Context: an optimization exercise on an open-source flow, tuned for small area and a short achievable clock period. The choices shown serve that exercise and are no tape-out recipe.
Function was checked by simulation only, so behaviour that the tests miss may differ from the original.

// md_sched
module md_sched #(
    parameter int unsigned MULT_CYCLES = 5,
    parameter int unsigned DIV_CYCLES  = 10
) (
    input  logic        clk,
    input  logic        reset_n,
    input  logic [2:0]  e_op,
    input  logic [31:0] e_rs,
    input  logic [31:0] e_rt,
    input  logic        e_kill,
    input  logic        d_is_md,
    output logic [31:0] hi,
    output logic [31:0] lo,
    output logic        busy,
    output logic        md_stall
);
    localparam int MROWS = 7;    
    logic op_mult, op_multu, op_div, op_divu, op_mthi, op_mtlo;
    logic issue_md, issue_mul, issue_div;
    always_comb begin
        op_mult  = !e_kill && (e_op == 3'd1);
        op_multu = !e_kill && (e_op == 3'd2);
        op_div   = !e_kill && (e_op == 3'd3);
        op_divu  = !e_kill && (e_op == 3'd4);
        op_mthi  = !e_kill && (e_op == 3'd5);
        op_mtlo  = !e_kill && (e_op == 3'd6);
        issue_mul = op_mult || op_multu;
        issue_div = op_div || op_divu;
        issue_md  = issue_mul || issue_div;
    end
    logic        busy_q;
    logic [31:0] hi_q, lo_q;
    logic [3:0]  cnt;        
    logic        m_mul;      
    logic        m_sgn;      
    logic        m_negq;     
    logic        m_negr;     
    logic        m_dz;       
    logic        m_cin;      
    logic [32:0] h_q;        
    logic [34:0] l_q;        
    logic [31:0] a_q;        
    logic        a_x;        
    logic [2:0]  q3_q;       
    logic [2:0]  t_q;        
    logic        neg_n, neg_d;
    logic [31:0] rs_adj, rt_adj;
    logic [31:0] ng_in, ng_pre, ng_out, d_quo;
    logic        ng_en;
    always_comb begin
        neg_n = op_div && e_rs[31];
        neg_d = op_div && e_rt[31];
        ng_in  = busy_q ? d_quo : e_rs;
        ng_en  = busy_q ? m_negq : neg_n;
        ng_pre[0] = 1'b0;
  ...
==> flow/config.mk <==
export PLATFORM = sky130hd
export DESIGN_NAME = md_sched
export DESIGN_NICKNAME = md_sched
export VERILOG_FILES = /design/flow/design.v
export SDC_FILE = /design/flow/constraint.sdc
export NUM_CORES = 4
export LEC_CHECK = 0
export ABC_AREA = 1
export CAP_MARGIN = 0
export CORE_MARGIN = 2
export CORE_UTILIZATION = 65
export SLEW_MARGIN = 0
==> flow/constraint.sdc <==
create_clock -name core_clock -period 100.0 [get_ports {clk}]
set_input_delay 20.0000 -clock core_clock [delete_from_list [all_inputs] [get_ports {clk}]]
set_output_delay 20.0000 -clock core_clock [all_outputs]
set_load 0.01 [all_outputs]
standard.sh (not shown) runs the stock make flow with config.mk's settings and CLKGATE_MAP_FILE= SYNTH_SCRIPT=/design/flow/synth_recipe.tcl, a recipe that flattens the netlist after the stock synthesis.
==> flow/flow/run.sh <==
#!/bin/bash
# The standard layout with these changes:
#  * port buffers are sky130_fd_sc_hd__buf_1 (the default picks a larger,
#    slower delay buffer);
#  * clock tree synthesis runs with its default arguments plus
#    -dont_use_dummy_load (no dummy load cells);
#  * after the unchanged standard synthesis, the full adders on the slowest
#    register paths (the divide rows) are upsized to fa_2, the synthesis
#    buffers are removed, gate+inverter pairs are merged into single cells,
#    and the md_stall logic is rebuilt as a shallow gate tree (flow/prep.tcl,
#    flow/invmerge.tcl, flow/md_stall.tcl).
# Each step's output goes to its own log in this folder.
set -euo pipefail
ARGS=("BUFFER_PORTS_ARGS=-buffer_cell sky130_fd_sc_hd__buf_1"
      "CTS_ARGS=-sink_clustering_enable -repair_clock_nets -dont_use_dummy_load")
bash standard.sh "${ARGS[@]}" synth > synth.log 2>&1
export RESULTS=$PWD/orfs/results/sky130hd/md_sched/base
export FA_SLACK_LIMIT=62
openroad -no_init -exit flow/prep.tcl > prep.log 2>&1
touch "$RESULTS/1_synth.sdc"
bash standard.sh "${ARGS[@]}" finish > finish.log 2>&1
Other scripts of this flow, unchanged in this note and not shown: flow/flow/invmerge.tcl, flow/flow/md_stall.tcl, flow/flow/prep.tcl
==> next run, changes <==
--- a/flow/design.v
+++ b/flow/design.v
@@ -41,25 +41,21 @@
     logic [34:0] l_q;        
     logic [31:0] a_q;        
     logic        a_x;        
     logic [2:0]  q3_q;       
     logic [2:0]  t_q;        
     logic        neg_n, neg_d;
     logic [31:0] rs_adj, rt_adj;
-    logic [31:0] ng_in, ng_pre, ng_out, d_quo;
-    logic        ng_en;
+    logic [31:0] rs_pre;
     always_comb begin
         neg_n = op_div && e_rs[31];
         neg_d = op_div && e_rt[31];
-        ng_in  = busy_q ? d_quo : e_rs;
-        ng_en  = busy_q ? m_negq : neg_n;
-        ng_pre[0] = 1'b0;
-        for (int i = 1; i < 32; i++) ng_pre[i] = ng_pre[i-1] | ng_in[i-1];
-        ng_out = ng_in ^ ({32{ng_en}} & ng_pre);
-        rs_adj = ng_out;
+        rs_pre[0] = 1'b0;
+        for (int i = 1; i < 32; i++) rs_pre[i] = rs_pre[i-1] | e_rs[i-1];
+        rs_adj = e_rs ^ ({32{neg_n}} & rs_pre);
         rt_adj = e_rt ^ {32{issue_div && !neg_d}};
     end
     logic [2:0] d3, t3, n_q3, n_r3;
     logic       d_small;
     always_comb begin
         d3      = neg_d ? (3'd0 - e_rt[2:0]) : e_rt[2:0];
         d_small = neg_d ? ((&e_rt[31:3]) && (|e_rt[2:0]))
@@ -131,24 +127,28 @@
             l_nxt = {rs[6][0], rs[5][0], rs[4][0], rs[3][0], rs[2][0], rs[1][0], rs[0][0],
                      l_q[34:MROWS]};
         end else begin
             h_nxt = {d_out, l_q[28]};
             l_nxt = {l_q[31:3], rc[0], rc[1], rc[6], l_q[9:7]};
         end
     end
-    logic [31:0] h_pre, h_neg, l_neg, d_rem;
+    logic [31:0] h_pre, l_pre, h_neg, l_neg, d_rem, d_quo;
     logic        done, commit, ld_hi, ld_lo;
     logic [31:0] hi_src, lo_src;
     always_comb begin
         d_rem = rx[6][32:1];
         d_quo = {q3_q, l_q[29:3], rc[0], rc[1]};
         h_pre[0] = 1'b0;
-        for (int i = 1; i < 32; i++) h_pre[i] = h_pre[i-1] | d_rem[i-1];
+        l_pre[0] = 1'b0;
+        for (int i = 1; i < 32; i++) begin
+            h_pre[i] = h_pre[i-1] | d_rem[i-1];
+            l_pre[i] = l_pre[i-1] | d_quo[i-1];
+        end
         h_neg  = d_rem ^ ({32{m_negr}} & h_pre);
-        l_neg  = ng_out;
+        l_neg  = d_quo ^ ({32{m_negq}} & l_pre);
         done   = m_mul ? m_last : (cnt == 4'd9);
         commit = busy_q && done && (m_mul || !m_dz);
         ld_hi  = (!busy_q && op_mthi) || commit;
         ld_lo  = (!busy_q && op_mtlo) || commit;
         hi_src = (busy_q && m_div) ? h_neg : h_nxt[31:0];
         lo_src = (busy_q && m_div) ? l_neg : l_nxt[34:3];
     end
After rerunning: The changed run passed the timing, DRC and antenna checks. Worst setup slack gets better by 0.0045 ns. Wire length grows by roughly a tenth. Synthesized area rose slightly. Global-route usage is higher by 3.3 points. Die area went up slightly. Hold slack gets better by 0.017 ns. First-iteration DRC count grows by a little under a tenth. Critical path depth stays the same.

---

The RTL this note starts from:
==> flow/design.v <==
module md_sched #(
    parameter int unsigned MULT_CYCLES = 5,
    parameter int unsigned DIV_CYCLES  = 10
) (
    input  logic        clk,
    input  logic        reset_n,
    input  logic [2:0]  e_op,
    input  logic [31:0] e_rs,
    input  logic [31:0] e_rt,
    input  logic        e_kill,
    input  logic        d_is_md,
    output logic [31:0] hi,
    output logic [31:0] lo,
    output logic        busy,
    output logic        md_stall
);
    localparam int MROWS = 7;    
    localparam int DROWS = 3;    
    logic op_mult, op_multu, op_div, op_divu, op_mthi, op_mtlo;
    logic issue_md, issue_mul, issue_div;
    always_comb begin
        op_mult  = !e_kill && (e_op == 3'd1);
        op_multu = !e_kill && (e_op == 3'd2);
        op_div   = !e_kill && (e_op == 3'd3);
        op_divu  = !e_kill && (e_op == 3'd4);
        op_mthi  = !e_kill && (e_op == 3'd5);
        op_mtlo  = !e_kill && (e_op == 3'd6);
        issue_mul = op_mult || op_multu;
        issue_div = op_div || op_divu;
        issue_md  = issue_mul || issue_div;
    end
    logic        busy_q;
    logic [31:0] hi_q, lo_q;
    logic [3:0]  cnt;        
    logic        m_mul;      
    logic        m_sgn;      
    logic        m_negq;     
    logic        m_negr;     
    logic        m_dz;       
    logic        m_cin;      
    logic [31:0] h_q;        
    logic [31:0] l_q;        
    logic [31:0] a_q;        
    logic        a_x;        
    logic [2:0]  q3_q;       
    logic        neg_n, neg_d;
    logic [31:0] rs_adj, rt_adj;
    logic [31:0] rs_pre;
    always_comb begin
        neg_n = op_div && e_rs[31];
        neg_d = op_div && e_rt[31];
        rs_pre[0] = 1'b0;
        for (int i = 1; i < 32; i++) rs_pre[i] = rs_pre[i-1] | e_rs[i-1];
        rs_adj = e_rs ^ ({32{neg_n}} & rs_pre);
        rt_adj = e_rt ^ {32{issue_div && !neg_d}};
    end
    logic [2:0] d3, t3, n_q3, n_r3;
    logic       d_small;
    always_comb begin
        d3      = neg_d ? (3'd0 - e_rt[2:0]) : e_rt[2:0];
        d_small = neg_d ? ((&e_rt[31:3]) && (|e_rt[2:0]))
                        : (!(|e_rt[31:3]) && (|e_rt[2:0]));
        t3      = rs_adj[31:29];
        if (d_small) begin
            n_q3 = t3 / d3;
            n_r3 = t3 % d3;
        end else begin
            n_q3 = 3'd0;
            n_r3 = t3;
        end
    end
    logic [31:0] mh [MROWS+1];
    logic [MROWS-1:0] mp;
    logic        m_last;
    logic        m_corr;
    assign m_last = (cnt == 4'd4);
    assign m_corr = m_last && m_sgn;    
    assign mh[0]  = h_q;
    for (genvar r = 0; r < MROWS; r++) begin : g_mrow
        wire        neg = (r == 3) ? m_corr : 1'b0;
        wire [32:0] x   = {m_sgn & mh[r][31], mh[r]};
        wire [32:0] y   = ({33{l_q[r]}} & {a_x, a_q}) ^ {33{neg}};
        wire [32:0] g   = x & y;
        wire [32:0] p   = x ^ y;
        wire [33:0] c;
        wire [32:0] s;
        assign c[0] = neg;
        for (genvar i = 0; i < 33; i++) begin : g_bit
            assign s[i]   = p[i] ^ c[i];
            assign c[i+1] = g[i] | (p[i] & c[i]);
        end
        assign mp[r]   = s[0];
        assign mh[r+1] = s[32:1];
    end
    logic [31:0] dr [DROWS+1];
    logic [DROWS-1:0] dq;
    assign dr[0] = h_q;
    for (genvar r = 0; r < DROWS; r++) begin : g_drow
        wire [32:0] x = {dr[r], l_q[28-r]};
        wire [31:0] g = x[31:0] & a_q;
        wire [31:0] p = x[31:0] ^ a_q;
        wire [32:0] c;
        wire [31:0] s;
        assign c[0] = m_cin;
        for (genvar i = 0; i < 32; i++) begin : g_bit
            assign s[i]   = p[i] ^ c[i];
            assign c[i+1] = g[i] | (p[i] & c[i]);
        end
        assign dq[r]   = x[32] | c[32];
        assign dr[r+1] = dq[r] ? s : x[31:0];
    end
    logic [31:0] h_pre, l_pre, h_neg, l_neg, d_rem, d_quo;
    logic        done;
    logic [31:0] hi_res, lo_res;
    always_comb begin
        d_rem = dr[2];
        d_quo = {q3_q, l_q[26:0], dq[0], dq[1]};
        h_pre[0] = 1'b0;
        l_pre[0] = 1'b0;
        for (int i = 1; i < 32; i++) begin
            h_pre[i] = h_pre[i-1] | d_rem[i-1];
            l_pre[i] = l_pre[i-1] | d_quo[i-1];
        end
        h_neg = d_rem ^ ({32{m_negr}} & h_pre);
        l_neg = d_quo ^ ({32{m_negq}} & l_pre);
        done  = m_mul ? m_last : (cnt == 4'd9);
        hi_res = m_mul ? mh[4] : h_neg;
        lo_res = m_mul ? {mp[3:0], l_q[31:4]} : l_neg;
    end
    always_ff @(posedge clk or negedge reset_n) begin
        if (!reset_n) begin
            busy_q <= 1'b0;
            hi_q   <= '0;
            lo_q   <= '0;
        end else if (!busy_q) begin
            busy_q <= issue_md;
            if (op_mthi) hi_q <= e_rs;
            if (op_mtlo) lo_q <= e_rs;
        end else if (done) begin
            busy_q <= 1'b0;
            if (m_mul || !m_dz) begin
                hi_q <= hi_res;
                lo_q <= lo_res;
            end
        end
    end
    always_ff @(posedge clk) begin
        if (!busy_q) begin
            cnt    <= '0;
            m_mul  <= issue_mul;
            m_sgn  <= op_mult;
            m_negq <= op_div && (e_rs[31] ^ e_rt[31]);
            m_negr <= op_div && e_rs[31];
            m_dz   <= (e_rt == 32'd0);
            m_cin  <= !neg_d;
            h_q    <= {29'd0, n_r3 & {3{issue_div}}};
            q3_q   <= n_q3;
            l_q    <= rs_adj;
            a_q    <= rt_adj;
            a_x    <= op_mult && e_rt[31];
        end else begin
            cnt <= cnt + 4'd1;
            if (m_mul) begin
                h_q <= mh[MROWS];
                l_q <= {mp[MROWS-1:0], l_q[31:MROWS]};
            end else begin
                h_q <= dr[DROWS];
                l_q <= {l_q[31-DROWS:0], dq[0], dq[1], dq[2]};
            end
        end
    end
    assign hi       = hi_q;
    assign lo       = lo_q;
    assign busy     = busy_q;
    assign md_stall = d_is_md && (busy_q || issue_md);
endmodule
Settings: LEC_CHECK=0, CAP_MARGIN=20, CORE_MARGIN=2, CORE_UTILIZATION=40, SLEW_MARGIN=20; clock period 100.0 ns.
run.sh (not shown) runs the stock make flow with config.mk's settings and CLKGATE_MAP_FILE= SYNTH_SCRIPT=/design/flow/synth_recipe.tcl, a recipe that flattens the netlist after the stock synthesis.
Stock flow here: none of the scripts above is used.
Next try:
--- a/flow/design.v
+++ b/flow/design.v
@@ -14,9 +14,9 @@
     output logic        busy,
     output logic        md_stall
 );
     localparam int MROWS = 7;    
-    localparam int DROWS = 3;    
+    localparam int DROWS = 4;    
     logic op_mult, op_multu, op_div, op_divu, op_mthi, op_mtlo;
     logic issue_md, issue_mul, issue_div;
     always_comb begin
         op_mult  = !e_kill && (e_op == 3'd1);
@@ -41,9 +41,8 @@
     logic [31:0] h_q;        
     logic [31:0] l_q;        
     logic [31:0] a_q;        
     logic        a_x;        
-    logic [2:0]  q3_q;       
     logic        neg_n, neg_d;
     logic [31:0] rs_adj, rt_adj;
     logic [31:0] rs_pre;
     always_comb begin
@@ -52,23 +51,8 @@
         rs_pre[0] = 1'b0;
         for (int i = 1; i < 32; i++) rs_pre[i] = rs_pre[i-1] | e_rs[i-1];
         rs_adj = e_rs ^ ({32{neg_n}} & rs_pre);
         rt_adj = e_rt ^ {32{issue_div && !neg_d}};
-    end
-    logic [2:0] d3, t3, n_q3, n_r3;
-    logic       d_small;
-    always_comb begin
-        d3      = neg_d ? (3'd0 - e_rt[2:0]) : e_rt[2:0];
-        d_small = neg_d ? ((&e_rt[31:3]) && (|e_rt[2:0]))
-                        : (!(|e_rt[31:3]) && (|e_rt[2:0]));
-        t3      = rs_adj[31:29];
-        if (d_small) begin
-            n_q3 = t3 / d3;
-            n_r3 = t3 % d3;
-        end else begin
-            n_q3 = 3'd0;
-            n_r3 = t3;
-        end
     end
     logic [31:0] mh [MROWS+1];
     logic [MROWS-1:0] mp;
     logic        m_last;
@@ -95,9 +79,9 @@
     logic [31:0] dr [DROWS+1];
     logic [DROWS-1:0] dq;
     assign dr[0] = h_q;
     for (genvar r = 0; r < DROWS; r++) begin : g_drow
-        wire [32:0] x = {dr[r], l_q[28-r]};
+        wire [32:0] x = {dr[r], l_q[31-r]};
         wire [31:0] g = x[31:0] & a_q;
         wire [31:0] p = x[31:0] ^ a_q;
         wire [32:0] c;
         wire [31:0] s;
@@ -108,22 +92,20 @@
         end
         assign dq[r]   = x[32] | c[32];
         assign dr[r+1] = dq[r] ? s : x[31:0];
     end
-    logic [31:0] h_pre, l_pre, h_neg, l_neg, d_rem, d_quo;
+    logic [31:0] h_pre, l_pre, h_neg, l_neg;
     logic        done;
     logic [31:0] hi_res, lo_res;
     always_comb begin
-        d_rem = dr[2];
-        d_quo = {q3_q, l_q[26:0], dq[0], dq[1]};
         h_pre[0] = 1'b0;
         l_pre[0] = 1'b0;
         for (int i = 1; i < 32; i++) begin
-            h_pre[i] = h_pre[i-1] | d_rem[i-1];
-            l_pre[i] = l_pre[i-1] | d_quo[i-1];
+            h_pre[i] = h_pre[i-1] | h_q[i-1];
+            l_pre[i] = l_pre[i-1] | l_q[i-1];
         end
-        h_neg = d_rem ^ ({32{m_negr}} & h_pre);
-        l_neg = d_quo ^ ({32{m_negq}} & l_pre);
+        h_neg = h_q ^ ({32{m_negr}} & h_pre);
+        l_neg = l_q ^ ({32{m_negq}} & l_pre);
         done  = m_mul ? m_last : (cnt == 4'd9);
         hi_res = m_mul ? mh[4] : h_neg;
         lo_res = m_mul ? {mp[3:0], l_q[31:4]} : l_neg;
     end
@@ -152,21 +134,20 @@
             m_negq <= op_div && (e_rs[31] ^ e_rt[31]);
             m_negr <= op_div && e_rs[31];
             m_dz   <= (e_rt == 32'd0);
             m_cin  <= !neg_d;
-            h_q    <= {29'd0, n_r3 & {3{issue_div}}};
-            q3_q   <= n_q3;
+            h_q    <= '0;
             l_q    <= rs_adj;
             a_q    <= rt_adj;
             a_x    <= op_mult && e_rt[31];
         end else begin
             cnt <= cnt + 4'd1;
             if (m_mul) begin
                 h_q <= mh[MROWS];
                 l_q <= {mp[MROWS-1:0], l_q[31:MROWS]};
-            end else begin
+            end else if (!cnt[3]) begin
                 h_q <= dr[DROWS];
-                l_q <= {l_q[31-DROWS:0], dq[0], dq[1], dq[2]};
+                l_q <= {l_q[31-DROWS:0], dq[0], dq[1], dq[2], dq[3]};
             end
         end
     end
     assign hi       = hi_q;
Outcome: Clock-buffer cell count does not change. Final area is higher by 2.7%. Routed wire length stays flat. First-iteration DRC count fell by 11%. Setup slack gets worse by 13 ns. Core utilization grows by 0.12 points. Critical path depth rises by 35. Global-route usage falls by 0.48 points.

==> separate check: timing with driven ports <==
Ports are ideal in the flow. The routed layouts listed here were re-timed in OpenROAD.
Step 1 assumes that a clkbuf_16 drives the clock port and a buf_2 every other input.
Step 2 also shifts input and output timing later by t, the mid clock arrival at the registers, as if the neighbouring blocks saw the same clock.
Three values: ideal ports, drivers, drivers and shift; two values: the first two.
run	t, ns	setup WS [ns]	worst hold slack (ns)	slew at the worst register clock pin (ns)	worst data-port slew with drivers (ns)
the first run of note 1	0.480	59.213 / 59.192 / 59.192	0.466 / 0.466 / 0.466	0.08 / 0.08	0.04
the second run of note 1	0.481	59.217 / 59.193 / 59.193	0.483 / 0.483 / 0.483	0.09 / 0.09	0.05
the first run of note 2	0.550	57.286 / 57.286 / 57.286	0.477 / 0.477 / 0.477	0.08 / 0.08	0.06
the second run of note 2	0.565	44.344 / 44.344 / 44.344	0.468 / 0.468 / 0.468	0.09 / 0.09	0.04
After both steps every run listed still meets setup and hold. The setup slack of the second run of note 1, which loses most, moves by -0.024 ns with the drivers and by -0.024 ns with both steps.
